Context: an optimization exercise on an open-source flow, tuned for small area and a short achievable clock period. The choices shown serve that exercise and are no tape-out recipe. At most, simulation tests tie the RTL to the original design; equivalence was not proved. The RTL of runs 2 and 3 was laid out without a check of its function. Power and IR drop assume default switching activity.

File: flow/config.mk
export PLATFORM = sky130hd
export DESIGN_NAME = ex_stage_top
export DESIGN_NICKNAME = ex_stage_top
export VERILOG_FILES = /design/flow/design.v
export SDC_FILE = /design/flow/constraint.sdc
export NUM_CORES = 4
export LEC_CHECK = 0
export ABC_AREA = 1
export CAP_MARGIN = 20
export CORE_MARGIN = 2
export CORE_UTILIZATION = 40
export CTS_BUF_LIST = sky130_fd_sc_hd__clkbuf_4 sky130_fd_sc_hd__clkbuf_8
export SETUP_SLACK_MARGIN = 3.8
export SLEW_MARGIN = 20
File: flow/design.v
`default_nettype none
package rv_isa_pkg;
    localparam int unsigned XLEN       = 64;
    localparam int unsigned INST_W     = 32;
    localparam int unsigned REG_ADDR_W = 5;
    typedef logic [XLEN-1:0]       xlen_t;
    typedef logic [INST_W-1:0]     inst_t;
    typedef logic [REG_ADDR_W-1:0] reg_addr_t;
    typedef enum logic [6:0] {
        LOAD      = 7'b0000011,
        OP_IMM    = 7'b0010011,
        OP_IMM_32 = 7'b0011011,
        STORE     = 7'b0100011,
        OP        = 7'b0110011,
        OP_32     = 7'b0111011,
        BRANCH    = 7'b1100011
    } opcode_e;
    typedef enum logic [2:0] {
        ADD_SUB = 3'b000,
        SLL     = 3'b001,
        SLT     = 3'b010,
        SLTU    = 3'b011,
        XOR     = 3'b100,
        SR      = 3'b101,    
        OR      = 3'b110,
        AND     = 3'b111
    } alu_funct3_e;
    typedef enum logic [2:0] {
        BEQ  = 3'b000,
        BNE  = 3'b001,
        BLT  = 3'b100,
        BGE  = 3'b101,
        BLTU = 3'b110,
        BGEU = 3'b111
    } branch_funct3_e;
    typedef enum logic [2:0] {
        BYTE   = 3'b000,
        HALF   = 3'b001,
        WORD   = 3'b010,
        DOUBLE = 3'b011,
        BYTE_U = 3'b100,
        HALF_U = 3'b101,
        WORD_U = 3'b110
    } mem_size_e;
    localparam logic [6:0] FUNCT7_BASE = 7'b0000000;
    localparam logic [6:0] FUNCT7_ALT  = 7'b0100000;   
endpackage
`default_nettype wire
`default_nettype none
package ex_stage_pkg;
    localparam int unsigned MEM_CREDITS = 2;
    localparam int unsigned CREDIT_W    = $clog2(MEM_CREDITS + 1);
    typedef logic [CREDIT_W-1:0] credit_cnt_t;
    typedef struct packed {
        logic [31:0] inst;
        logic [63:0] pc;
        logic [63:0] op1;
        logic [63:0] op2;      
        logic [4:0]            rd;
        logic      rd_we;
    } ex_req_t;
    typedef struct packed {
        logic      valid;
        logic [4:0]            rd;
        logic [63:0] data;
    } wb_t;
    typedef struct packed {
        logic  valid;
        logic [63:0] target;
    } redirect_t;
    typedef struct packed {
        logic      valid;
        logic      we;
        logic [2:0]            size;
        logic [63:0] addr;
        logic [63:0] wdata;
        logic [4:0]            rd;       
    } mem_req_t;
endpackage
`default_nettype wire
`timescale 1ns/1ps
`default_nettype none
module ex_stage_top (
    input  logic        clk_i,
    input  logic        rst_n_i,
    input  logic        valid_i,
    input  logic [31:0] inst_i,
    input  logic [63:0] pc_i,
    input  logic [63:0] op1_i,
    input  logic [63:0] op2_i,
    input  logic [4:0]  rd_i,
    input  logic        rd_we_i,
    output logic        ready_o,
    output logic        wb_valid_o,
    output logic [4:0]  wb_rd_o,
    output logic [63:0] wb_data_o,
    output logic        redirect_valid_o,
    output logic [63:0] redirect_target_o,
    output logic        mem_valid_o,
    output logic        mem_we_o,
    output logic [2:0]  mem_size_o,
    output logic [63:0] mem_addr_o,
    output logic [63:0] mem_wdata_o,
    output logic [4:0]  mem_rd_o,
    input  logic        mem_credit_i
);
    logic [6:0]  opcode;
    logic [2:0]  f3;
    logic [6:0]  f7;
    assign opcode = inst_i[6:0];
    assign f3     = inst_i[14:12];
    assign f7     = inst_i[31:25];
    logic is_op, is_op32, is_imm, is_imm32, is_alu, is_w, is_immf;
    logic is_branch, is_load, is_store, is_mem;
    assign is_op     = (opcode == 7'b0110011);
    assign is_op32   = (opcode == 7'b0111011);
    assign is_imm    = (opcode == 7'b0010011);
    assign is_imm32  = (opcode == 7'b0011011);
    assign is_alu    = is_op || is_op32 || is_imm || is_imm32;
    assign is_w      = is_op32 || is_imm32;
    assign is_immf   = is_imm || is_imm32;
    assign is_branch = (opcode == 7'b1100011);
    assign is_load   = (opcode == 7'b0000011) && (f3 != 3'b111);
    assign is_store  = (opcode == 7'b0100011) && !f3[2];
    assign is_mem    = is_load || is_store;
    logic dp_branch, dp_store, dp_mem, dp_immf, dp_w;
    assign dp_branch = inst_i[6];               
    assign dp_store  = inst_i[5] && !inst_i[4];
    assign dp_mem    = !inst_i[4];              
    assign dp_immf   = !inst_i[5];              
    assign dp_w      = inst_i[3];               
    logic f7_base, f7_alt;
    assign f7_base = (f7[6:1] == 6'b000000) && (is_imm || !f7[0]);
    assign f7_alt  = (f7[6:1] == 6'b010000) && (is_imm || !f7[0]);
    logic legal;
    always_comb begin
        case (f3)
            3'b000:  legal = is_immf || f7_base || f7_alt;
            3'b001:  legal = f7_base;
            3'b101:  legal = f7_base || f7_alt;
            default: legal = !is_w && (is_immf || f7_base);
        endcase
    end
    logic n1_q, c2_q;
    logic issue;
    logic rd_a, rd_b, rd_c;
    assign rd_a    = !(inst_i[6] || inst_i[4] || inst_i[3]);
    assign rd_b    = !inst_i[2] && inst_i[1] && inst_i[0];
    assign rd_c    = !((f3[2] && f3[1] && f3[0]) || (f3[2] && inst_i[5]));
    assign ready_o = !(n1_q && rd_a && rd_b && rd_c);
    assign issue   = valid_i && is_mem && !n1_q;
    always_ff @(posedge clk_i) begin
        if (!rst_n_i) begin
            n1_q <= 1'b0;
            c2_q <= 1'b1;
        end else if (issue && !mem_credit_i) begin
            n1_q <= !c2_q;
            c2_q <= 1'b0;
        end else if (!issue && mem_credit_i) begin
            n1_q <= 1'b0;
            c2_q <= !n1_q;
        end
    end
    logic        sub;
    logic [63:0] imm_s, x_ab, n_ab, ag, ap;
    logic [63:0] cy;           
    logic [63:0] sum;
    assign sub   = inst_i[30] && inst_i[5] && inst_i[4];    
    assign imm_s = {{52{inst_i[31]}}, inst_i[31:25], inst_i[11:7]};
    assign x_ab  = op1_i ^ op2_i;
    assign n_ab  = op1_i & op2_i;
    logic [63:0] b_sel, b_inv;
    assign b_sel = dp_store ? imm_s : op2_i;
    assign b_inv = b_sel ^ {64{sub}};
    assign ag    = op1_i & b_inv;
    assign ap    = op1_i ^ b_inv;
    logic [64:0] pg_g, pg_p;
    always_comb begin
        pg_g = {ag, sub};
        pg_p = {ap, 1'b0};
        for (int l = 0; l < 7; l++) begin
            for (int i = 0; i < 65; i++) begin
                if (((i + 1) % (2 << l)) == 0) begin
                    pg_g[i] = pg_g[i] | (pg_p[i] & pg_g[i - (1 << l)]);
                    pg_p[i] = pg_p[i] & pg_p[i - (1 << l)];
                end
            end
        end
        for (int l = 5; l >= 0; l--) begin
            for (int i = 0; i < 64; i++) begin
                if (((i + 1) % (2 << l)) == (1 << l) && i >= (2 << l)) begin
                    pg_g[i] = pg_g[i] | (pg_p[i] & pg_g[i - (1 << l)]);
                    pg_p[i] = pg_p[i] & pg_p[i - (1 << l)];
                end
            end
        end
    end
    assign cy  = pg_g[63:0];
    assign sum = ap ^ cy;
    logic [63:0] c_lt, c_eq;
    logic        lt_u, lt_s, eq;
    always_comb begin
        c_lt = ~op1_i & op2_i;
        c_eq = ~x_ab;
        for (int l = 0; l < 6; l++) begin
            for (int i = 0; i < 64; i += (2 << l)) begin
                c_lt[i + (2 << l) - 1] = c_lt[i + (2 << l) - 1] | (c_eq[i + (2 << l) - 1] & c_lt[i + (1 << l) - 1]);
                c_eq[i + (2 << l) - 1] = c_eq[i + (2 << l) - 1] & c_eq[i + (1 << l) - 1];
            end
        end
    end
    assign eq   = c_eq[63];
    assign lt_u = c_lt[63];
    assign lt_s = x_ab[63] ? op1_i[63] : lt_u;
    logic [5:0]  shamt;
    logic        left, arith, fill;
    logic [63:0] sh_in, sh_out;
    assign shamt = dp_immf ? inst_i[25:20] : op2_i[5:0];
    assign left  = !f3[2];
    assign arith = f7[5];
    assign fill  = arith && (dp_w ? op1_i[31] : op1_i[63]);
    always_comb begin
        for (int i = 0; i < 64; i++) begin
            if (left)                sh_in[i] = op1_i[63-i];
            else if (dp_w && i >= 32) sh_in[i] = fill;
            else                     sh_in[i] = op1_i[i];
        end
    end
    logic [127:0] sh_wide;
    assign sh_wide = {{64{fill && !left}}, sh_in} >> {!dp_w && shamt[5], shamt[4:1], 1'b0};
    assign sh_out  = sh_wide[63:0];
    logic sel_s, sel_y, sel_p, sel_g, sel_lt;
    logic [63:0] res;
    assign sel_s  = dp_mem || f3 == 3'b000;
    assign sel_y  = !dp_mem && f3[1:0] == 2'b01;
    assign sel_p  = !dp_mem && (f3 == 3'b100 || f3 == 3'b110);
    assign sel_g  = !dp_mem && f3[2:1] == 2'b11;
    assign sel_lt = !dp_mem && f3[2:1] == 2'b01;
    always_comb begin
        res = ({64{sel_s}} & sum) | ({64{sel_y}} & sh_out) |
              ({64{sel_p}} & x_ab) | ({64{sel_g}} & n_ab);
        res[0] = res[0] | (sel_lt && (f3[0] ? lt_u : lt_s));
    end
    logic taken;
    always_comb begin
        case (f3[2:1])
            2'b00:   taken = eq ^ f3[0];
            2'b10:   taken = lt_s ^ f3[0];
            2'b11:   taken = lt_u ^ f3[0];
            default: taken = 1'b0;
        endcase
    end
    logic [12:0] imm_b;
    logic [13:0] t_lo;
    logic        t_sgn, t_en;
    logic [50:0] t_x, t_flip;
    logic [63:0] target;
    assign imm_b = {inst_i[31], inst_i[7], inst_i[30:25], inst_i[11:8], 1'b0};
    assign t_lo  = {1'b0, pc_i[12:0]} + {1'b0, imm_b};
    assign t_sgn = inst_i[31];
    assign t_en  = t_lo[13] ^ t_sgn;
    assign t_x   = pc_i[63:13] ^ {51{t_sgn}};
    logic [51:0] fa;
    always_comb begin
        fa = {t_x, t_en};
        for (int l = 0; l < 6; l++) begin
            for (int i = 0; i < 52; i++) begin
                if (((i + 1) % (2 << l)) == 0) fa[i] = fa[i] & fa[i - (1 << l)];
            end
        end
        for (int l = 4; l >= 0; l--) begin
            for (int i = 0; i < 52; i++) begin
                if (((i + 1) % (2 << l)) == (1 << l) && i >= (2 << l)) fa[i] = fa[i] & fa[i - (1 << l)];
            end
        end
    end
    assign t_flip = fa[50:0];
    assign target = {pc_i[63:13] ^ t_flip, t_lo[12:0]};
    logic [63:0] wdata;
    always_comb begin
        case (f3[1:0])
            2'b00:   wdata = {56'd0, op2_i[7:0]};
            2'b01:   wdata = {48'd0, op2_i[15:0]};
            2'b10:   wdata = {32'd0, op2_i[31:0]};
            default: wdata = op2_i;
        endcase
    end
    logic [63:0] r_q, w_q;
    logic [4:0]  rd_q;
    logic [2:0]  size_q;
    logic        we_q;
    logic        wb_v_q, br_v_q, mem_v_q;
    logic        rev_q, ext_q, sh1_q, fill_q;
    always_ff @(posedge clk_i) begin
        if (!rst_n_i) begin
            wb_v_q  <= 1'b0;
            br_v_q  <= 1'b0;
            mem_v_q <= 1'b0;
        end else begin
            wb_v_q  <= valid_i && is_alu && legal && rd_we_i;
            br_v_q  <= valid_i && is_branch && taken;
            mem_v_q <= issue;
        end
        r_q    <= res;
        w_q    <= dp_branch ? target : wdata;
        rd_q   <= rd_i;
        size_q <= f3;
        we_q   <= opcode[5];
        rev_q  <= f3 == 3'b001;
        ext_q  <= opcode[3];
        sh1_q  <= f3[1:0] == 2'b01 && shamt[0];    
        fill_q <= fill && !left;
    end
    assign wb_valid_o        = wb_v_q;
    assign wb_rd_o           = rd_q;
    logic [63:0] wb_sh;
    always_comb begin
        wb_sh = sh1_q ? {fill_q, r_q[63:1]} : r_q;
        for (int i = 0; i < 64; i++) wb_data_o[i] = rev_q ? wb_sh[63-i] : wb_sh[i];
        if (ext_q) wb_data_o[63:32] = {32{wb_data_o[31]}};
    end
    assign redirect_valid_o  = br_v_q;
    assign redirect_target_o = w_q;
    assign mem_valid_o       = mem_v_q;
    assign mem_we_o          = we_q;
    assign mem_size_o        = size_q;
    assign mem_addr_o        = r_q;
    assign mem_rd_o          = rd_q;
    assign mem_wdata_o       = w_q;
endmodule
`default_nettype wire
File: flow/constraint.sdc
create_clock -name core_clock -period 8.0 [get_ports {clk_i}]
set_input_delay 1.6000 -clock core_clock [delete_from_list [all_inputs] [get_ports {clk_i}]]
set_output_delay 1.6000 -clock core_clock [all_outputs]
set_load 0.01 [all_outputs]
File: flow/standard.sh
#!/bin/bash
# synth_recipe.tcl (not shown) runs the flow's synth.tcl, then flattens the netlist and writes it again
# the make line also repeats each setting of config.mk as NAME=value (left out here)
make -C /OpenROAD-flow-scripts/flow DESIGN_CONFIG=/design/flow/config.mk WORK_HOME=/design/flow/orfs CLKGATE_MAP_FILE= SYNTH_SCRIPT=/design/flow/synth_recipe.tcl "${@:-finish}"
File: flow/flow/run.sh
#!/bin/bash
# standard layout, with plain buf_1 cells as the port buffers and without
# the half/full adder cells (synthesis then leaves adders to abc as gates)
set -euo pipefail
DU=" sky130_fd_sc_hd__probe_p_8 sky130_fd_sc_hd__probec_p_8 sky130_fd_sc_hd__lpflow_bleeder_1 sky130_fd_sc_hd__lpflow_clkbufkapwr_1 sky130_fd_sc_hd__lpflow_clkbufkapwr_16 sky130_fd_sc_hd__lpflow_clkbufkapwr_2 sky130_fd_sc_hd__lpflow_clkbufkapwr_4 sky130_fd_sc_hd__lpflow_clkbufkapwr_8 sky130_fd_sc_hd__lpflow_clkinvkapwr_1 sky130_fd_sc_hd__lpflow_clkinvkapwr_16 sky130_fd_sc_hd__lpflow_clkinvkapwr_2 sky130_fd_sc_hd__lpflow_clkinvkapwr_4 sky130_fd_sc_hd__lpflow_clkinvkapwr_8 sky130_fd_sc_hd__lpflow_decapkapwr_12 sky130_fd_sc_hd__lpflow_decapkapwr_3 sky130_fd_sc_hd__lpflow_decapkapwr_4 sky130_fd_sc_hd__lpflow_decapkapwr_6 sky130_fd_sc_hd__lpflow_decapkapwr_8 sky130_fd_sc_hd__lpflow_inputiso0n_1 sky130_fd_sc_hd__lpflow_inputiso0p_1 sky130_fd_sc_hd__lpflow_inputiso1n_1 sky130_fd_sc_hd__lpflow_inputiso1p_1 sky130_fd_sc_hd__lpflow_inputisolatch_1 sky130_fd_sc_hd__lpflow_isobufsrc_1 sky130_fd_sc_hd__lpflow_isobufsrc_16 sky130_fd_sc_hd__lpflow_isobufsrc_2 sky130_fd_sc_hd__lpflow_isobufsrc_4 sky130_fd_sc_hd__lpflow_isobufsrc_8 sky130_fd_sc_hd__lpflow_isobufsrckapwr_16 sky130_fd_sc_hd__lpflow_lsbuf_lh_hl_isowell_tap_1 sky130_fd_sc_hd__lpflow_lsbuf_lh_hl_isowell_tap_2 sky130_fd_sc_hd__lpflow_lsbuf_lh_hl_isowell_tap_4 sky130_fd_sc_hd__lpflow_lsbuf_lh_isowell_4 sky130_fd_sc_hd__lpflow_lsbuf_lh_isowell_tap_1 sky130_fd_sc_hd__lpflow_lsbuf_lh_isowell_tap_2 sky130_fd_sc_hd__lpflow_lsbuf_lh_isowell_tap_4  sky130_fd_sc_hd__fa_1 sky130_fd_sc_hd__fa_2 sky130_fd_sc_hd__fa_4 sky130_fd_sc_hd__ha_1 sky130_fd_sc_hd__ha_2 sky130_fd_sc_hd__ha_4"
bash standard.sh "BUFFER_PORTS_ARGS=-buffer_cell sky130_fd_sc_hd__buf_1" "DONT_USE_CELLS=$DU" finish > make_finish.log 2>&1
==> results of run 1 <==
==> worst paths after layout <==
path                   start       to  depth (start not counted)
setup / recovery  inst_i[30]  r_q[23]                         15
hold / removal          c2_q     c2_q                          2
setup reg to reg        n1_q     c2_q                          5
hold reg to reg         c2_q     c2_q                          2
==> synth_stat cells, drive strengths merged, types with 4 or more instances <==
library cell	count	area share, %
buf	119	4.3
and3	5	0.16
mux2i	10	0.52
a211oi	5	0.19
o22ai	12	0.39
nor2	255	5.1
nor3	32	0.83
a21oi	113	3.0
o21bai	7	0.27
a22oi	31	1.2
nand3b	8	0.31
nand3	309	8.2
xor2	134	6.1
or2	46	1.5
a311oi	7	0.32
o211ai	42	1.6
a21boi	5	0.19
nand2	1142	22
o2111ai	38	1.7
nand4	31	1.0
nor4	11	0.39
clkbuf	150	2.9
xnor2	48	2.2
dfxtp	146	15
and2	4	0.13
a31oi	28	0.90
o21ai	443	11
inv	331	6.4
a22o	7	0.32
==> worst register-to-register path, cell delays in order (launching register included) <==
cell	delay, ps
dfxtp_1	340
a2111oi_0	370
nand3_1	210
nand2_1	130
nand2_1	50
o221ai_1	130
==> kinds of logic (layout without fill, tap and decap cells) <==
family,count (synthesis),in the layout
other,0,6
flip-flops,146,146
AO/OA/AOI/OAI,760,760
multiplexers,10,10
XOR/XNOR,182,182
AND/OR/NAND/NOR,1844,1853
buffers and inverters,603,972
==> power by group through the flow <==
stage / logic, uW / clock network, uW / registers (uW)
after floorplan: 1050 / 0 / 941
after global placement: 1600 / 0 / 979
after detailed placement: 1600 / 0 / 978
after CTS: 1680 / 655 / 959
after global routing: 1940 / 674 / 973
final: 1780 / 635 / 974
==> through the flow <==
step / instances / hold WS (ps)
global placement: 4423 / 502
finish: 4544 / 524
detailed placement: 4423 / 518
CTS: 4507 / 533
global route: 4541 / 547
floorplan: 3545 / 487
==> area by class of cell <==
type,instances,share of cell area [%]
multi-input cells,2805,62.4
repair buffers,603,13.9
flip-flops and latches,146,12.7
inverters,334,5.62
well taps,615,3.35
clock buffers,17,1.02
clock inverters,15,0.810
repair inverters,3,0.0762
diodes,6,0.0653
==> repair_timing <==
action	CTS	global route
buffers inserted	34	27
hold buffers	0	0
resized for setup	79	99
cloned	18	4
endpoints found under the hold margin	0	0
setup endpoints to repair	126	92
pin swaps	13	30
==> per-layer routing <==
metal / GRT usage [%] / wire length (um) / vias up
met4: 21.5 / 6180 / 10
li1: - / - / 12300
met5: 0 / 71 / -
met3: 10.9 / 13400 / 288
met1: 48.8 / 38800 / 11700
met2: 57.8 / 42100 / 1649
==> layout by cell type (no fill, tap or decap), types with 8 or more instances in the layout <==
cell type,n
buf_4,66
inv_2,8
o21ai_1,28
a31oi_1,27
buf_12,19
buf_1,491
nor4_1,10
nor2_1,230
nand2_1,1109
nand2_4,9
o22ai_1,12
o21ai_0,396
a21oi_1,108
inv_1,316
dfxtp_1,144
o2111ai_1,38
nor2_2,17
xor2_1,134
nand3_1,295
nand3b_1,8
o211ai_1,42
nand4_1,31
nand3_4,8
o21ai_2,14
nor3_1,30
a22oi_1,30
nand2_2,24
xnor2_1,47
buf_6,8
mux2i_1,10
nand3_2,11
nor2_4,8
clkbuf_8,17
or2_2,41
==> sequential cells by signal (all words and copies together), names as in the netlist <==
register	cells
r_q	64
w_q	64
rd_q	5
size_q	3
br_v_q	1
c2_q	1
ext_q	1
fill_q	1
mem_v_q	1
n1_q	1
rev_q	1
sh1_q	1
wb_v_q	1
we_q	1
==> impl_metrics.yaml, run 1 <==
outcome:
  outcome: "finished clean"
sta:
  setup_ws_ps: 3790
  skew_ps: 0.277
  finalSetupViolCount: 0
  slew_violations: 0
  finalHoldViolCount: 0
  slew-limit-headroom_pct: 23.7
  finalSetupTns_ps: 0
  rsz0062_at_grt: "yes"
  worst_slew_pin_slew_ps: 1150
  final.min_clock_period_ps: 4210
  fin_crit_sh_pct: 52.6
  fmax_mhz: 237
logic_synthesis:
  yosys-mux-area-fraction_pct: 0.516
  ys_seq_elements: 146
  synth_fa_ha_area_share_pct: 0
  synth-xor-area-share_pct: 8.22
  synthSimpleGateAreaFrac_pct: 40.0
  syn_area_um2: 19400
  synth_compound_area_share_pct: 22.6
  synth.net_count: 3779
  synth_seq_area_share_pct: 15.1
  synthArstFlopShare_pct: 0
  synthFlopType: "dfxtp_1"
  syn_inst: 3545
  avgSynthCellArea_um2: 5.47
  synth_cell_types: 61
  ys_warn_count: 1
  synth_edf_count: 0
  synth_top_family_by_area: "simple AND/OR/NAND/NOR gates"
worst_hold_path:
  hp-class: "reg -> reg"
critical_path:
  worstPathCellList: "buf_8, inv_1, a21oi_2, nor2_2, buf_4, clkinvlp_4, buf_4, a22oi_1, nand2_1, nand3_1, o21ai_0, o21ai_0, nor2_1, o211ai_1, o2111ai_1"
  required_ps: 8380
  cp-start-kind: "input port"
  max_stage_delay_ps: 550
  critPathMaxFanout: 15
  crit_family: "compound AO/OA/AOI/OAI gates"
  arrival_ps: 4590
  crit_type: "in -> reg"
  critPathSlowestCell: "o211ai_1"
  worstPathBufferInverterCount: 5
  end_kind: "flip-flop"
  r2r_slack_ps: 6690
global_route:
  grt_first_pass_wirelength_um: 143000
  overflow: 0
  first_global_vias: 22400
  grtUsageTotal_pct: 38.2
  grt_max_degree: 68
  antenna_found_initial: 9
cells_and_area:
  layout.nets: 4144
  n_fill_cell: 5305
  final_core_util_pct: 48.1
  fin_area_um2: 23000
  drive_gt1_share_pct: 8.26
  area_delta_synth_final_pct: 18.6
  register_area_um2: 2930
  multi_input_area_um2: 14400
detailed_routing:
  num_vias: 26000
  drc_errors: 0
  wl_per_cell_um: 22.1
  drt-initial-drc-count: 3138
  drtAntennaViolNets: 0
  vias_per_cell: 5.73
  firstDrtPassIters: 9
  wirelength_um: 101000
die:
  initial_utilization_pct: 40.5
  io_pins: 508
  die_w_um: 224
  fp-row-count: 80
  fp.coreArea_um2: 47800
  dieHeight_um: 224
  dieArea_um2: 50300
pwr:
  sequentialPowerShare_pct: 28.7
  sw_frac_of_total_pct: 52.0
  vdd_ir_drop_max_mv: 0.104
  p_sw_uw: 1760
  combPwrFrac_pct: 52.6
  internal-power_uw: 1630
  power_uw: 3390
  p_leak_uw: 0.0106
  clockPowerShare_pct: 18.7
  cellPowerDensity_nw_per_um2: 147
clocking:
  clkLatencyLatePin_ps: 570
  cts_tree: "built"
  clockBufferDepth: 2
  cts_inserted_buffers: 17
  htree_levels: 4
  cts_sinks: 146
  path_clk_slew_ps: 100
  cts_root_buf: "clkbuf_8"
placement:
  hpwl_um: 74800
  pre_cts_slack_ps: 2140
  port_buffers: 502
  place.gp.congestion: 1.02
  placed_area_um2: 21000
flow_run:
  max_cap_viol_count: 0
==> run 2: changes to the inputs <==
--- a/flow/design.v
+++ b/flow/design.v
@@ -125,8 +125,2 @@
     assign is_mem    = is_load || is_store;
-    logic dp_branch, dp_store, dp_mem, dp_immf, dp_w;
-    assign dp_branch = inst_i[6];               
-    assign dp_store  = inst_i[5] && !inst_i[4];
-    assign dp_mem    = !inst_i[4];              
-    assign dp_immf   = !inst_i[5];              
-    assign dp_w      = inst_i[3];               
     logic f7_base, f7_alt;
@@ -143,20 +137,16 @@
     end
-    logic n1_q, c2_q;
+    logic c1_q, c2_q;
     logic issue;
-    logic rd_a, rd_b, rd_c;
-    assign rd_a    = !(inst_i[6] || inst_i[4] || inst_i[3]);
-    assign rd_b    = !inst_i[2] && inst_i[1] && inst_i[0];
-    assign rd_c    = !((f3[2] && f3[1] && f3[0]) || (f3[2] && inst_i[5]));
-    assign ready_o = !(n1_q && rd_a && rd_b && rd_c);
-    assign issue   = valid_i && is_mem && !n1_q;
+    assign ready_o = !is_mem || c1_q;
+    assign issue   = valid_i && is_mem && c1_q;
     always_ff @(posedge clk_i) begin
         if (!rst_n_i) begin
-            n1_q <= 1'b0;
+            c1_q <= 1'b1;
             c2_q <= 1'b1;
         end else if (issue && !mem_credit_i) begin
-            n1_q <= !c2_q;
+            c1_q <= c2_q;
             c2_q <= 1'b0;
         end else if (!issue && mem_credit_i) begin
-            n1_q <= 1'b0;
-            c2_q <= !n1_q;
+            c1_q <= 1'b1;
+            c2_q <= c1_q;
         end
@@ -164,11 +154,9 @@
     logic        sub;
-    logic [63:0] imm_s, x_ab, n_ab, ag, ap;
+    logic [63:0] imm_s, b_sel, b_inv, ag, ap;
     logic [63:0] cy;           
+    logic        cout;
     logic [63:0] sum;
-    assign sub   = inst_i[30] && inst_i[5] && inst_i[4];    
+    assign sub   = is_branch || (!is_mem && (f3[2:1] == 2'b01 || (f3 == 3'b000 && !is_immf && f7[5])));
     assign imm_s = {{52{inst_i[31]}}, inst_i[31:25], inst_i[11:7]};
-    assign x_ab  = op1_i ^ op2_i;
-    assign n_ab  = op1_i & op2_i;
-    logic [63:0] b_sel, b_inv;
-    assign b_sel = dp_store ? imm_s : op2_i;
+    assign b_sel = is_store ? imm_s : op2_i;
     assign b_inv = b_sel ^ {64{sub}};
@@ -189,3 +177,3 @@
         for (int l = 5; l >= 0; l--) begin
-            for (int i = 0; i < 64; i++) begin
+            for (int i = 0; i < 65; i++) begin
                 if (((i + 1) % (2 << l)) == (1 << l) && i >= (2 << l)) begin
@@ -197,19 +185,9 @@
     end
-    assign cy  = pg_g[63:0];
-    assign sum = ap ^ cy;
-    logic [63:0] c_lt, c_eq;
-    logic        lt_u, lt_s, eq;
-    always_comb begin
-        c_lt = ~op1_i & op2_i;
-        c_eq = ~x_ab;
-        for (int l = 0; l < 6; l++) begin
-            for (int i = 0; i < 64; i += (2 << l)) begin
-                c_lt[i + (2 << l) - 1] = c_lt[i + (2 << l) - 1] | (c_eq[i + (2 << l) - 1] & c_lt[i + (1 << l) - 1]);
-                c_eq[i + (2 << l) - 1] = c_eq[i + (2 << l) - 1] & c_eq[i + (1 << l) - 1];
-            end
-        end
-    end
-    assign eq   = c_eq[63];
-    assign lt_u = c_lt[63];
-    assign lt_s = x_ab[63] ? op1_i[63] : lt_u;
+    assign cy   = pg_g[63:0];
+    assign cout = pg_g[64];
+    assign sum  = ap ^ cy;
+    logic lt_u, lt_s, eq;
+    assign lt_u  = !cout;
+    assign lt_s  = (op1_i[63] ^ op2_i[63]) ? op1_i[63] : lt_u;
+    assign eq    = &ap;
     logic [5:0]  shamt;
@@ -217,6 +195,6 @@
     logic [63:0] sh_in, sh_out;
-    assign shamt = dp_immf ? inst_i[25:20] : op2_i[5:0];
+    assign shamt = is_immf ? inst_i[25:20] : op2_i[5:0];
     assign left  = !f3[2];
     assign arith = f7[5];
-    assign fill  = arith && (dp_w ? op1_i[31] : op1_i[63]);
+    assign fill  = arith && (is_w ? op1_i[31] : op1_i[63]);
     always_comb begin
@@ -224,3 +202,3 @@
             if (left)                sh_in[i] = op1_i[63-i];
-            else if (dp_w && i >= 32) sh_in[i] = fill;
+            else if (is_w && i >= 32) sh_in[i] = fill;
             else                     sh_in[i] = op1_i[i];
@@ -229,3 +207,3 @@
     logic [127:0] sh_wide;
-    assign sh_wide = {{64{fill && !left}}, sh_in} >> {!dp_w && shamt[5], shamt[4:1], 1'b0};
+    assign sh_wide = {{64{fill && !left}}, sh_in} >> {!is_w && shamt[5], shamt[4:0]};
     assign sh_out  = sh_wide[63:0];
@@ -233,10 +211,10 @@
     logic [63:0] res;
-    assign sel_s  = dp_mem || f3 == 3'b000;
-    assign sel_y  = !dp_mem && f3[1:0] == 2'b01;
-    assign sel_p  = !dp_mem && (f3 == 3'b100 || f3 == 3'b110);
-    assign sel_g  = !dp_mem && f3[2:1] == 2'b11;
-    assign sel_lt = !dp_mem && f3[2:1] == 2'b01;
+    assign sel_s  = is_mem || f3 == 3'b000;
+    assign sel_y  = !is_mem && f3[1:0] == 2'b01;
+    assign sel_p  = !is_mem && (f3 == 3'b100 || f3 == 3'b110);
+    assign sel_g  = !is_mem && f3[2:1] == 2'b11;
+    assign sel_lt = !is_mem && f3[2:1] == 2'b01;
     always_comb begin
         res = ({64{sel_s}} & sum) | ({64{sel_y}} & sh_out) |
-              ({64{sel_p}} & x_ab) | ({64{sel_g}} & n_ab);
+              ({64{sel_p}} & ap)  | ({64{sel_g}} & ag);
         res[0] = res[0] | (sel_lt && (f3[0] ? lt_u : lt_s));
@@ -278,11 +256,2 @@
     assign target = {pc_i[63:13] ^ t_flip, t_lo[12:0]};
-    logic [63:0] wdata;
-    always_comb begin
-        case (f3[1:0])
-            2'b00:   wdata = {56'd0, op2_i[7:0]};
-            2'b01:   wdata = {48'd0, op2_i[15:0]};
-            2'b10:   wdata = {32'd0, op2_i[31:0]};
-            default: wdata = op2_i;
-        endcase
-    end
     logic [63:0] r_q, w_q;
@@ -292,3 +261,3 @@
     logic        wb_v_q, br_v_q, mem_v_q;
-    logic        rev_q, ext_q, sh1_q, fill_q;
+    logic        rev_q, ext_q;
     always_ff @(posedge clk_i) begin
@@ -304,3 +273,3 @@
         r_q    <= res;
-        w_q    <= dp_branch ? target : wdata;
+        w_q    <= is_branch ? target : op2_i;
         rd_q   <= rd_i;
@@ -310,4 +279,2 @@
         ext_q  <= opcode[3];
-        sh1_q  <= f3[1:0] == 2'b01 && shamt[0];    
-        fill_q <= fill && !left;
     end
@@ -315,6 +282,4 @@
     assign wb_rd_o           = rd_q;
-    logic [63:0] wb_sh;
     always_comb begin
-        wb_sh = sh1_q ? {fill_q, r_q[63:1]} : r_q;
-        for (int i = 0; i < 64; i++) wb_data_o[i] = rev_q ? wb_sh[63-i] : wb_sh[i];
+        for (int i = 0; i < 64; i++) wb_data_o[i] = rev_q ? r_q[63-i] : r_q[i];
         if (ext_q) wb_data_o[63:32] = {32{wb_data_o[31]}};
@@ -328,3 +293,10 @@
     assign mem_rd_o          = rd_q;
-    assign mem_wdata_o       = w_q;
+    always_comb begin
+        case (size_q[1:0])
+            2'b00:   mem_wdata_o = {56'd0, w_q[7:0]};
+            2'b01:   mem_wdata_o = {48'd0, w_q[15:0]};
+            2'b10:   mem_wdata_o = {32'd0, w_q[31:0]};
+            default: mem_wdata_o = w_q;
+        endcase
+    end
 endmodule
==> flow/flow/run.sh (replaced) <==
#!/bin/bash
# standard layout, with plain buf_1 cells as the port buffers
set -euo pipefail
bash standard.sh "BUFFER_PORTS_ARGS=-buffer_cell sky130_fd_sc_hd__buf_1" finish > make_finish.log 2>&1
--- a/flow/config.mk
+++ b/flow/config.mk
@@ -11,4 +11,2 @@
 export CORE_UTILIZATION = 40
-export CTS_BUF_LIST = sky130_fd_sc_hd__clkbuf_4 sky130_fd_sc_hd__clkbuf_8
-export SETUP_SLACK_MARGIN = 3.8
 export SLEW_MARGIN = 20
==> run 2 against run 1 <==
Net effect:
- critical path depth is 15 higher
- synthesized area is 6.3% lower
- power is 2.1% lower
- cell area is 9.6% lower
- count of clock-buffer cells in the layout stayed put
- critical endpoint is now r_q[0]
==> impl_metrics.yaml, run 2 <==
outcome:
  outcome: "finished clean"
detailed_routing:
  vias_per_cell: 5.49
  wirelength_um: 88100
  drtAntennaViolNets: 0
  drc_errors: 0
  num_vias: 22000
  firstDrtPassIters: 6
  wl_per_cell_um: 22.0
  drt-initial-drc-count: 2169
logic_synthesis:
  syn_area_um2: 18200
  synth_fa_ha_area_share_pct: 9.05
  synthFlopType: "dfxtp_1"
  ys_warn_count: 1
  synth_compound_area_share_pct: 21.6
  ys_seq_elements: 144
  synthSimpleGateAreaFrac_pct: 32.8
  synth_seq_area_share_pct: 15.9
  synth_top_family_by_area: "simple AND/OR/NAND/NOR gates"
  ys_top_cells_by_count: "846 x nand2_1, 337 x inv_1, 295 x o21ai_0"
  syn_inst: 3039
  synthArstFlopShare_pct: 0
  synth.top_cell.area_share_pct: 17.5
  yosys-mux-area-fraction_pct: 0.447
  ys_top_cells_by_area: "nand2_1 17%, dfxtp_1 16%, o21ai_0 8.1%, nand3_1 7.1%, inv_1 7.0%"
  synth-xor-area-share_pct: 7.56
  synth_most_common_cell: "nand2_1"
  synth_cell_types: 62
  synth_edf_count: 0
  avgSynthCellArea_um2: 5.98
  synth.net_count: 3384
  synth_top_cell_by_area: "nand2_1"
sta:
  final.min_clock_period_ps: 6730
  worst_slew_pin_slew_ps: 1110
  whs_ps: 509
  finalSetupTns_ps: 0
  finalSetupViolCount: 0
  skew_ps: 0.549
  slew_violations: 0
  fmax_mhz: 149
  rsz0062_at_grt: "no"
  slew-limit-headroom_pct: 25.9
  finalHoldViolCount: 0
  fin_crit_sh_pct: 84.1
pwr:
  power_uw: 3320
  internal-power_uw: 1790
  combPwrFrac_pct: 47.5
  sw_frac_of_total_pct: 46.0
  p_leak_uw: 0.00982
  vdd_ir_drop_max_mv: 0.285
  sequentialPowerShare_pct: 26.4
  clockPowerShare_pct: 26.1
  p_sw_uw: 1530
  cellPowerDensity_nw_per_um2: 160
critical_path:
  critPathSlowestCell: "nor4_1"
  ff2ff_path_depth: 5
  r2r-end: "c1_q"
  arrival_ps: 7110
  end_kind: "flip-flop"
  crit_start: "inst_i[3]"
  worstReg2RegStart: "c1_q"
  crit_type: "in -> reg"
  critPathMaxFanout: 44
  critPathMostFrequentCell: "nand2_2"
  cp-start-kind: "input port"
  r2r_slack_ps: 6650
  max_stage_delay_ps: 620
  required_ps: 8380
clocking:
  cts_setup_buffers: 0
  cts_tree: "built"
  cts_hold_buf: 0
  clockBufferDepth: 2
  cts_resized: 0
  cts_sinks: 144
  path_clk_slew_ps: 70
  cts_inserted_buffers: 17
  cts_root_buf: "clkbuf_16"
  clkLatencyLatePin_ps: 480
  htree_levels: 4
global_route:
  antenna_found_initial: 3
  grtUsageTotal_pct: 36.4
  grt_max_degree: 125
  grt_first_pass_wirelength_um: 127000
  overflow: 0
  first_global_vias: 19900
cells_and_area:
  layout.nets: 3741
  drive_gt1_share_pct: 4.93
  final_common_cell: "nand2_1"
  reg_top3: "r_q (64), w_q (64), rd_q (5)"
  fin_area_um2: 20800
  layout_common_cells: "845 x nand2_1, 500 x buf_1, 335 x inv_1, 294 x o21ai_0, 257 x nand3_1"
  area_delta_synth_final_pct: 14.3
  num_antenna_cells: 0
  instances_no_fill: 4009
die:
  dieArea_um2: 47200
  fp.coreArea_um2: 45100
  io_pins: 508
  die_w_um: 217
  fp-row-count: 78
  initial_utilization_pct: 40.3
  dieHeight_um: 217
worst_hold_path:
  hp-class: "reg -> reg"
  whs_endpoint: "c2_q"
  hp-start: "c2_q"
  whs_path_depth: 2
placement:
  dp.cells: 3977
  place.gp.congestion: 0.974
  port_buffers: 502
  hpwl_um: 72700
  placed_area_um2: 20200
flow_run:
  max_cap_viol_count: 0
[run 2: final cells by class]
| class | instances | area [um2] |
|---|---|---|
| clock buffer | 17 | 425 |
| inverter | 352 | 1320 |
| sequential | 144 | 2890 |
| multi-input combinational | 2346 | 13100 |
| tap | 600 | 751 |
| fill | 4980 | 24300 |
| clock inverter | 15 | 185 |
| timing repair buffer | 535 | 2150 |
[run 2: power by group through the flow]
stage / sequential (uW) / clock (uW) / combinational, uW
after detailed placement: 891 / 0 / 1550
after CTS: 875 / 885 / 1550
after global placement: 888 / 0 / 1530
final: 876 / 868 / 1580
after floorplan: 896 / 0 / 966
after global routing: 881 / 908 / 1730
[run 2: how the worst max path moves through the flow]
stage	endpoint	slack [ps]
after CTS	r_q[0]	1270
after global routing	r_q[0]	820
after floorplan	r_q[0]	2010
after global placement	r_q[0]	830
final	r_q[0]	1270
after detailed placement	r_q[0]	750
[run 2: per-stage QoR]
| step | worst slack, ps | util (%) |
|---|---|---|
| 2_1_floorplan | 2010 | - |
| 3_3_place_gp | 830 | 44.7 |
| 3_5_place_dp | 753 | 44.7 |
| 4_1_cts | 1270 | 46.1 |
| 5_1_grt | 820 | 46.1 |
| 6_report | 1270 | 46.1 |
[run 2: worst max-delay path, delay by kind of cell]
kind | cells | cell delay, ps
AO/OA/AOI/OAI | 4 | 550
AND/OR/NAND/NOR | 18 | 2890
buffers and inverters | 4 | 680
adder cells (fa/ha/maj) | 3 | 1220
XOR/XNOR | 1 | 160
[run 2: cell families (layout without fill, tap and decap cells)]
group,Yosys count,count (layout)
adder cells (fa/ha/maj),112,112
flip-flops,144,144
buffers and inverters,549,919
AND/OR/NAND/NOR,1387,1387
AO/OA/AOI/OAI,682,682
XOR/XNOR,157,157
multiplexers,8,8
[run 2: metal layers]
| metal | vias to the layer above | track usage [%] | routed length [um] |
|---|---|---|---|
| li1 | 10600 | - | - |
| met1 | 10200 | 46.6 | 36600 |
| met2 | 1032 | 60.2 | 40800 |
| met3 | 134 | 5.95 | 6730 |
| met4 | 4 | 15.9 | 3950 |
| met5 | - | 0 | 26 |
==> run 3: changes to the inputs <==
--- a/flow/design.v
+++ b/flow/design.v
@@ -154,5 +154,4 @@
     logic        sub;
-    logic [63:0] imm_s, b_sel, b_inv, ag, ap;
+    logic [63:0] imm_s, x_ab, n_ab, ag, ap;
     logic [63:0] cy;           
-    logic        cout;
     logic [63:0] sum;
@@ -160,2 +159,5 @@
     assign imm_s = {{52{inst_i[31]}}, inst_i[31:25], inst_i[11:7]};
+    assign x_ab  = op1_i ^ op2_i;
+    assign n_ab  = op1_i & op2_i;
+    logic [63:0] b_sel, b_inv;
     assign b_sel = is_store ? imm_s : op2_i;
@@ -177,3 +179,3 @@
         for (int l = 5; l >= 0; l--) begin
-            for (int i = 0; i < 65; i++) begin
+            for (int i = 0; i < 64; i++) begin
                 if (((i + 1) % (2 << l)) == (1 << l) && i >= (2 << l)) begin
@@ -185,9 +187,8 @@
     end
-    assign cy   = pg_g[63:0];
-    assign cout = pg_g[64];
-    assign sum  = ap ^ cy;
+    assign cy  = pg_g[63:0];
+    assign sum = ap ^ cy;
     logic lt_u, lt_s, eq;
-    assign lt_u  = !cout;
-    assign lt_s  = (op1_i[63] ^ op2_i[63]) ? op1_i[63] : lt_u;
-    assign eq    = &ap;
+    assign lt_s = x_ab[63] ? op1_i[63] : sum[63];
+    assign lt_u = x_ab[63] ? op2_i[63] : sum[63];
+    assign eq   = !(|x_ab);
     logic [5:0]  shamt;
@@ -218,3 +219,3 @@
         res = ({64{sel_s}} & sum) | ({64{sel_y}} & sh_out) |
-              ({64{sel_p}} & ap)  | ({64{sel_g}} & ag);
+              ({64{sel_p}} & x_ab) | ({64{sel_g}} & n_ab);
         res[0] = res[0] | (sel_lt && (f3[0] ? lt_u : lt_s));
--- a/flow/config.mk
+++ b/flow/config.mk
@@ -11,2 +11,3 @@
 export CORE_UTILIZATION = 40
+export SETUP_SLACK_MARGIN = 2.5
 export SLEW_MARGIN = 20
==> run 3 against run 2 <==
Net effect:
- setup slack improved by 1300 ps
- still clean
- synthesized area up 1.2%
- register-to-register slack about the same
- combinational power up 3%
- cell area is 4.0% higher
- global-route usage rose by 1.7 points
- sequential share of layout area decreased by 0.53 points
- fmax rose by 24%
- clock power is 5.5% lower
- critical endpoint is now r_q[9]
==> impl_metrics.yaml, run 3 <==
clocking:
  path_clk_slew_ps: 70
  cts_sinks: 144
  htree_levels: 4
  cts_tree: "built"
  clkLatencyLatePin_ps: 490
  cts_inserted_buffers: 17
  cts_hold_buf: 0
  cts_root_buf: "clkbuf_16"
  clockBufferDepth: 2
logic_synthesis:
  avgSynthCellArea_um2: 6.06
  ys_top_cells_by_area: "nand2_1 19%, dfxtp_1 16%, ha_1 9.4%, o21ai_0 8.9%, inv_1 6.2%"
  synth_most_common_cell: "nand2_1"
  ys_top_cells_by_count: "912 x nand2_1, 328 x o21ai_0, 306 x inv_1"
  synth.top_cell.area_share_pct: 18.6
  synth.net_count: 3443
  ys_warn_count: 1
  synthArstFlopShare_pct: 0
  ys_seq_elements: 144
  synth_top_cell_by_area: "nand2_1"
  syn_inst: 3038
  syn_area_um2: 18400
  synthFlopType: "dfxtp_1"
  synth_cell_types: 61
  synth_edf_count: 0
  synth_seq_area_share_pct: 15.7
pwr:
  cellPowerDensity_nw_per_um2: 153
  power_uw: 3300
  p_leak_uw: 0.0101
  vdd_ir_drop_max_mv: 0.130
cells_and_area:
  layout.nets: 3826
  fin_area_um2: 21600
  drive_gt1_share_pct: 6.12
  area_delta_synth_final_pct: 17.4
  layout_common_cells: "908 x nand2_1, 494 x buf_1, 325 x o21ai_0, 303 x inv_1"
  reg_top3: "r_q (64), w_q (64), rd_q (5)"
  final_common_cell: "nand2_1"
global_route:
  grt_first_pass_wirelength_um: 132000
  grtUsageMet1_pct: 50.2
  top_usage_layer: "met2"
  antenna_found_initial: 15
  grtUsageTotal_pct: 38.1
  overflow: 0
  met2_usage_pct: 59.4
  grtUsageMet3_pct: 8.75
  first_global_vias: 20100
  grt_max_degree: 94
detailed_routing:
  drtAntennaViolNets: 0
  wl_per_cell_um: 23.3
  vias_per_cell: 5.57
  num_vias: 22500
  drc_errors: 0
  firstDrtPassIters: 6
  wirelength_um: 94000
  drt-initial-drc-count: 2328
sta:
  worst_slew_pin_slew_ps: 996
  finalSetupTns_ps: 0
  slew_violations: 0
  finalSetupViolCount: 0
  finalHoldViolCount: 0
  skew_ps: 0.914
  fin_crit_sh_pct: 67.8
  final.min_clock_period_ps: 5420
  slew-limit-headroom_pct: 33.5
  fmax_mhz: 184
  rsz0062_at_grt: "yes"
die:
  fp-row-count: 78
  dieHeight_um: 219
  io_pins: 508
  die_w_um: 219
  dieArea_um2: 47800
  initial_utilization_pct: 40.6
  fp.coreArea_um2: 45400
placement:
  hpwl_um: 76600
  place.gp.congestion: 1.01
  port_buffers: 502
  placed_area_um2: 20500
flow_run:
  max_cap_viol_count: 0
worst_hold_path:
  hp-class: "reg -> reg"
critical_path:
  worstPathCellList: "clkbuf_2, inv_2, nand2_1, nor2_2, nand2_1, buf_6, nand2_1, o21ai_4, buf_4, inv_2, buf_4, o21ai_0, nand2_1, nand2_1, o21ai_0, nand2_1, o21ai_0, nand2_1, nand3_1, nand3_1, nand4_1"
  arrival_ps: 5650
  critPathMaxFanout: 69
  critPathSlowestCell: "o21ai_0"
  max_stage_delay_ps: 840
  crit_type: "in -> reg"
  end_kind: "flip-flop"
  cp-start-kind: "input port"
  required_ps: 8220
  critPathMostFrequentCell: "nand2_1"
outcome:
  outcome: "finished clean"
-- run 3: per-stage QoR --
step	std cells	utilization, %	worst slack, ps	hold slack (ps)
6_report	4039	47.6	2580	477
5_1_grt	4038	47.6	2410	523
4_1_cts	4020	46.8	2490	488
3_5_place_dp	3984	45.3	1540	472
3_3_place_gp	3984	45.3	1660	452
2_1_floorplan	3038	-	2510	439
-- run 3: power breakdown --
part	internal, uW	switching (uW)	leakage, uW	total, uW
logic	520	1090	0.00858	1620
clock network	421	400	0.000281	820
registers	793	70.4	0.00121	863
total	1730	1560	0.0101	3300
-- run 3: kinds of logic after synthesis --
group,after synthesis,synth area share [%]
fa+ha+maj,171,12.9
mux,24,1.31
xor+xnor,166,7.90
flops,144,15.7
buf+inv,515,11.3
compound gates,712,21.6
simple gates,1306,29.3
-- run 3: per-layer routing --
layer  wire [um]  part of all wire [%]
met5          70                 0.074
met4        3950                   4.2
met3        9830                    10
met2       41100                    44
met1       39100                    42
-- run 3: layout make-up --
cell class / count / area, um2
Multi-Input combinational cell: 2381 / 13800
Clock inverter: 14 / 140
Inverter: 320 / 1210
Antenna cell: 5 / 12.5
Fill cell: 4899 / 23800
Tap cell: 600 / 751
Clock buffer: 18 / 439
Timing Repair Buffer: 557 / 2370
Sequential cell: 144 / 2890
-- run 3: path summary, 6_finish.rpt --
check | startpoint | end | slack [ps] | cells after the start
setup / recovery | inst_i[5] | r_q[9] | 2580 | 21
hold / removal | c1_q | c1_q | 480 | 2
setup reg to reg | c1_q | c2_q | 6640 | 4
hold reg to reg | c1_q | c1_q | 480 | 2
-- run 3: critical path: cells and delay by family --
family / cells / cell delay, ps
and+or+nand+nor: 11 / 1550
buffers and inverters: 6 / 1220
AOI/OAI and AO/OA: 4 / 1210
-- run 3: repair_timing --
item | 4_1_cts | 5_1_grt
cloned | 2 | 1
endpoints found under the setup margin | 36 | 45
pin swaps | 2 | 13
endpoints found under the hold margin | 0 | 0
resized for setup | 16 | 53
setup buffers | 2 | 13

-- re-timing with driven ports --
The flow's constraints put no driver on any port. The routed layouts listed below were extracted and timed again, unchanged, in two steps. Step 1, drivers: a clkbuf_16 drives clk_i and a buf_2 each remaining input, both assumed. Step 2, shift: input delay + t, output delay - t, t = (earliest + latest rising clock arrival at the registers) / 2. This alone moves slack from input paths to output paths. Three values: ideal ports, drivers, drivers and shift; two values: the first two.
| run | shift t [ns] | setup slack, ns | hold slack, ns |
|---|---|---|---|
| run 1 | 0.621 | 3.789 / 3.748 / 3.128 | 0.524 / 0.524 / 0.524 |
| run 2 | 0.544 | 1.272 / 1.288 / 0.744 | 0.509 / 0.509 / 0.509 |
| run 3 | 0.548 | 2.576 / 2.607 / 2.059 | 0.477 / 0.477 / 0.477 |
After both steps setup and hold are still met in every run listed. For run 1, which loses most, drivers alone change the setup slack by -0.041 ns; drivers and shift together by -0.661 ns.
